From an optimization exercise on the open Yosys and OpenROAD flow, aimed at small area; shortcuts taken in it are not production practice.
The RTL was checked by simulation tests, not by an equivalence proof against the original design.
Power and IR drop assume default switching activity.

==> build 96 <==
==> flow/design.v <==
package cpu_types_pkg;
    typedef logic [31:0] word_t;
    localparam int BP_ENTRIES_DEF  = 16;
    localparam int BP_CNT_BITS_DEF = 2;
    localparam logic [BP_CNT_BITS_DEF-1:0] BP_WEAK_TAKEN = 2'b10;
    localparam int BP_TAG_MAX = 29;
    localparam int BP_CNT_MAX = 8;
    typedef struct packed {
        logic                  valid;
        logic [BP_TAG_MAX-1:0] tag;
        word_t                 target;
        logic [BP_CNT_MAX-1:0] cnt;
    } bp_entry_t;
    function automatic logic [BP_CNT_MAX-1:0] bp_weak_taken(input int width);
        bp_weak_taken = {{(BP_CNT_MAX-1){1'b0}}, 1'b1} << (width - 1);
    endfunction
endpackage
module sat_counter #(
    parameter int WIDTH = 2
) (
    input  logic             CLK,
    input  logic             nRST,
    input  logic             inc,
    input  logic             dec,
    input  logic             load,
    input  logic [WIDTH-1:0] load_val,
    output logic [WIDTH-1:0] count
);
    localparam logic [WIDTH-1:0] CNT_MAX = {WIDTH{1'b1}};
    localparam logic [WIDTH-1:0] CNT_MIN = {WIDTH{1'b0}};
    logic [WIDTH-1:0] count_r;
    always_ff @(posedge CLK or negedge nRST) begin
        if (!nRST) begin
            count_r <= CNT_MIN;
        end else if (load) begin
            count_r <= load_val;
        end else if (inc && (count_r != CNT_MAX)) begin
            count_r <= count_r + WIDTH'(1);
        end else if (dec && (count_r != CNT_MIN)) begin
            count_r <= count_r - WIDTH'(1);
        end
    end
    assign count = count_r;
endmodule
module branch_predictor #(
    parameter int ENTRIES  = cpu_types_pkg::BP_ENTRIES_DEF,
    parameter int CNT_BITS = cpu_types_pkg::BP_CNT_BITS_DEF
) (
    input  logic        CLK,
    input  logic        nRST,
    input  logic [31:0] fetch_pc,
    output logic        predict_taken,
    output logic [31:0] predict_target,
    input  logic        update_en,
    input  logic [31:0] update_pc,
    input  logic        update_taken,
    input  logic [31:0] update_target,
    input  logic        update_mispredict,
    input  logic        bp_clear,
    output logic [31:0] branch_count,
    output logic [31:0] mispredict_count
);
    localparam int IDX   = $clog2(ENTRIES);
    localparam int TAG_W = 30 - IDX;
    logic [ENTRIES-1:0]  valid_r;
    logic [TAG_W-1:0]    tag_r    [ENTRIES];
    logic [31:0]         target_r [ENTRIES];
    logic [1:0]          cnt_r    [ENTRIES];
    logic [IDX-1:0]      fetch_idx_s, upd_idx_s;
    logic [TAG_W-1:0]    fetch_tag_s, upd_tag_s;
    logic                rd_hit_s, upd_hit_s;
    logic [1:0]          upd_cnt_s, upd_cnt_nx_s;
    logic                upd_ok_s;
    logic [29:0]         pc_inc_s;
    assign fetch_idx_s = fetch_pc[IDX+1:2];
    assign fetch_tag_s = fetch_pc[31:IDX+2];
    assign upd_idx_s   = update_pc[IDX+1:2];
    assign upd_tag_s   = update_pc[31:IDX+2];
    logic [ENTRIES-1:0]  fsel_s, usel_s;
    logic [TAG_W-1:0]    rd_tag_s, ud_tag_s;
    logic [31:0]         rd_target_s;
    logic                rd_valid_s, rd_cnt1_s, ud_valid_s;
    logic [ENTRIES-1:0] col_tag_s [TAG_W];
    logic [ENTRIES-1:0] col_tgt_s [32];
    logic [ENTRIES-1:0] col_cnt_s [2];
    always_comb begin
        for (int i = 0; i < ENTRIES; i++) begin
            fsel_s[i] = (fetch_idx_s == IDX'(i));
            usel_s[i] = (upd_idx_s == IDX'(i));
            for (int b = 0; b < TAG_W; b++) col_tag_s[b][i] = tag_r[i][b];
            for (int b = 0; b < 32; b++)    col_tgt_s[b][i] = target_r[i][b];
            for (int b = 0; b < 2; b++)     col_cnt_s[b][i] = cnt_r[i][b];
        end
    end
    for (genvar b = 0; b < TAG_W; b++) begin : g_tag
        onehot_mux #(.N(ENTRIES)) u_rd (.sel(fsel_s), .d(col_tag_s[b]), .q(rd_tag_s[b]));
        onehot_mux #(.N(ENTRIES)) u_ud (.sel(usel_s), .d(col_tag_s[b]), .q(ud_tag_s[b]));
    end
    for (genvar b = 0; b < 32; b++) begin : g_tgt
        onehot_mux #(.N(ENTRIES)) u_rd (.sel(fsel_s), .d(col_tgt_s[b]), .q(rd_target_s[b]));
    end
    onehot_mux #(.N(ENTRIES)) u_rd_valid (.sel(fsel_s), .d(valid_r),      .q(rd_valid_s));
    onehot_mux #(.N(ENTRIES)) u_rd_cnt1  (.sel(fsel_s), .d(col_cnt_s[1]), .q(rd_cnt1_s));
    onehot_mux #(.N(ENTRIES)) u_ud_valid (.sel(usel_s), .d(valid_r),      .q(ud_valid_s));
    onehot_mux #(.N(ENTRIES)) u_ud_cnt1  (.sel(usel_s), .d(col_cnt_s[1]), .q(upd_cnt_s[1]));
    onehot_mux #(.N(ENTRIES)) u_ud_cnt0  (.sel(usel_s), .d(col_cnt_s[0]), .q(upd_cnt_s[0]));
    assign rd_hit_s       = rd_valid_s && (rd_tag_s == fetch_tag_s);
    assign predict_taken  = rd_hit_s && rd_cnt1_s;
    assign pc_inc_s       = fetch_pc[31:2] + 30'd1;
    assign predict_target = predict_taken ? rd_target_s : {pc_inc_s, fetch_pc[1:0]};
    assign upd_hit_s = ud_valid_s && (ud_tag_s == upd_tag_s);
    always_comb begin
        if (update_taken) begin
            upd_cnt_nx_s[1] = !upd_hit_s || upd_cnt_s[1] || upd_cnt_s[0];
            upd_cnt_nx_s[0] = upd_hit_s && (upd_cnt_s[1] || !upd_cnt_s[0]);
        end else begin
            upd_cnt_nx_s[1] = upd_cnt_s[1] && upd_cnt_s[0];
            upd_cnt_nx_s[0] = upd_cnt_s[1] && !upd_cnt_s[0];
        end
    end
    assign upd_ok_s = update_en && !bp_clear;
    always_ff @(posedge CLK or negedge nRST) begin
        if (!nRST) begin
            valid_r <= '0;
        end else if (bp_clear) begin
            valid_r <= '0;
        end else if (update_en && update_taken) begin
            valid_r[upd_idx_s] <= 1'b1;
        end
    end
    always_ff @(posedge CLK) begin
        if (upd_ok_s && update_taken) begin
            tag_r[upd_idx_s]    <= upd_tag_s;
            target_r[upd_idx_s] <= update_target;
        end
        if (upd_ok_s && (update_taken || upd_hit_s)) begin
            cnt_r[upd_idx_s] <= upd_cnt_nx_s;
        end
    end
    logic [31:0] bc_nx_s, mc_nx_s;
    logic [31:0] branch_count_r, mispredict_count_r;
    sat_inc32 u_bc (.q(branch_count_r),     .en(update_en),                      .d(bc_nx_s));
    sat_inc32 u_mc (.q(mispredict_count_r), .en(update_en && update_mispredict), .d(mc_nx_s));
    always_ff @(posedge CLK or negedge nRST) begin
        if (!nRST) begin
            branch_count_r     <= 32'h0000_0000;
            mispredict_count_r <= 32'h0000_0000;
        end else begin
            branch_count_r     <= bc_nx_s;
            mispredict_count_r <= mc_nx_s;
        end
    end
    assign branch_count     = branch_count_r;
    assign mispredict_count = mispredict_count_r;
endmodule
module sat_inc32 (
    input  logic [31:0] q,
    input  logic        en,
    output logic [31:0] d
);
    logic [32:0] c;
    logic        go;
    logic        lo_ones;
    assign lo_ones = &q[15:0];
    assign go      = en && !(lo_ones && (&q[31:16]));
    always_comb begin
        c[0] = go;
        for (int i = 0; i < 32; i++) begin
            if (i == 16) c[i] = go && lo_ones;
            d[i]   = q[i] ^ c[i];
            c[i+1] = q[i] & c[i];
        end
        c[32] = 1'b0;
    end
endmodule
module onehot_mux #(
    parameter int N = 16
) (
    input  logic [N-1:0] sel,
    input  logic [N-1:0] d,
    output logic         q
);
    localparam int G = N / 3;
    localparam int R = N - 3 * G;
    logic [G-1:0] y;
    for (genvar g = 0; g < G; g++) begin : g_grp
        aoi222 u_g (.s(sel[3*g+2:3*g]), .d(d[3*g+2:3*g]), .y(y[g]));
    end
    if (R > 0) begin : g_rest
        assign q = ~&{y, ~(sel[N-1:3*G] & d[N-1:3*G])};
    end else begin : g_norest
        assign q = ~&y;
    end
endmodule
module aoi222 (
    input  logic [2:0] s,
    input  logic [2:0] d,
    output logic       y
);
    assign y = ~|(s & d);
endmodule
==> flow/flow/run.sh <==
#!/bin/bash
# The standard layout (standard.sh), with two changes made through ORFS's own
# variables: ports are buffered with buf_1 instead of the default delay-buffer
# cell, and clock tree synthesis uses sink clusters of up to 15 registers under clkbuf_8
# without dummy loads. make's full output goes to standard.log; ORFS keeps
# each step's log under orfs/logs.
set -euo pipefail
export BUFFER_PORTS_ARGS="-buffer_cell sky130_fd_sc_hd__buf_1"
export CTS_ARGS="-sink_clustering_enable -repair_clock_nets -dont_use_dummy_load -buf_list {sky130_fd_sc_hd__clkbuf_8} -sink_clustering_size 15 -sink_clustering_max_diameter 60"
bash standard.sh > standard.log 2>&1
==> flow/standard.sh <==
#!/bin/bash
# synth_recipe.tcl (not shown) runs the flow's synth.tcl, then flattens the netlist and writes it again
# the make line also repeats each setting of config.mk as NAME=value (left out here)
make -C /OpenROAD-flow-scripts/flow DESIGN_CONFIG=/design/flow/config.mk WORK_HOME=/design/flow/orfs CLKGATE_MAP_FILE= SYNTH_SCRIPT=/design/flow/synth_recipe.tcl "${@:-finish}"
==> flow/config.mk <==
export PLATFORM = sky130hd
export DESIGN_NAME = branch_predictor
export DESIGN_NICKNAME = branch_predictor
export VERILOG_FILES = /design/flow/design.v
export SDC_FILE = /design/flow/constraint.sdc
export NUM_CORES = 4
export LEC_CHECK = 0
export CAP_MARGIN = 0
export CORE_MARGIN = 2
export CORE_UTILIZATION = 60
export PLACE_DENSITY = 0.75
export SETUP_SLACK_MARGIN = 0.1
export SLEW_MARGIN = 0
export SYNTH_HIERARCHICAL = 1
==> flow/constraint.sdc <==
create_clock -name core_clock -period 7.5 [get_ports {CLK}]
set_input_delay 1.5000 -clock core_clock [delete_from_list [all_inputs] [get_ports {CLK}]]
set_output_delay 1.5000 -clock core_clock [all_outputs]
set_load 0.01 [all_outputs]
==> build 20: changes against build 96 <==
==> flow/run.sh (new file) <==
#!/bin/bash
# synth_recipe.tcl (not shown) runs the flow's synth.tcl, then flattens the netlist and writes it again
# the make line also repeats each setting of config.mk as NAME=value (left out here)
make -C /OpenROAD-flow-scripts/flow DESIGN_CONFIG=/design/flow/config.mk WORK_HOME=/design/flow/orfs CLKGATE_MAP_FILE= SYNTH_SCRIPT=/design/flow/synth_recipe.tcl finish
Settings changed: CAP_MARGIN 0 to 20, CORE_UTILIZATION 60 to 40, CTS_BUF_LIST set to sky130_fd_sc_hd__clkbuf_4 sky130_fd_sc_hd__clkbuf_8, PLACE_DENSITY 0.75 to 0.55, SLEW_MARGIN 0 to 20.
removed: flow/flow/run.sh
removed: flow/standard.sh
==> results.txt <==
	build 96	build 20
Run status	timing/DRC/antenna clean	timing/DRC/antenna clean
# nets final	2740	2935
Final core occ	66.5%	49.2%
Worst hold start	mispredict_count_r[15]$_DFF_PN0_	branch_count_r[31]$_DFF_PN0_
Worst path bufs/invs	5	15
Die ar.	69000 µm²	103000 µm²
Tap cells	864	1298
Largest incremental delay on the critical path	0.50 ns	0.54 ns
Layout multi-input combinational cell count	1123	1127
Fraction of power consumed by the clock network	27.1%	40.4%
Period utilisation layout	96.8%	97.8%
Area of the core	66000 µm²	99900 µm²
Rows	94	116
Routed WL per cell	35.6 µm	32.8 µm
Highest ir drop seen on vdd	0.227 mV	0.161 mV
Relative area change from synthesis to final layout	9.35%	22.4%
Multi-input gate share of total cell area	21.1%	19.0%
Least-Margin Pin Slew	1.37 ns	1.06 ns
Layout cell share with drive strength beyond 1	9.74%	19.1%

==> afterwards: timing with drivers on the ports <==
No port has a modelled driver above. Below, the same layouts with a new extraction and two added sets of constraints. Step 1: set_driving_cell puts a clkbuf_16 on CLK and a buf_2 on each other input, an assumption about the parent block. Step 2 adds t to the input delays and takes it off the output delays; t is the mean of the earliest and latest rising clock arrival at the registers after step 1. Input paths then give back, and output paths get back, about the clock's delay inside the block. Three values: ideal ports, drivers, drivers and shift; two values: the first two.
run	shift t [ns]	setup slack, ns	worst setup path after step 2	worst data-port slew with drivers (ns)
build 96	0.758	0.238 / 0.209 / 0.209	input to output	0.16
build 20	0.917	0.164 / 0.135 / 0.135	input to output	0.19
After both steps every run listed still meets setup and hold.
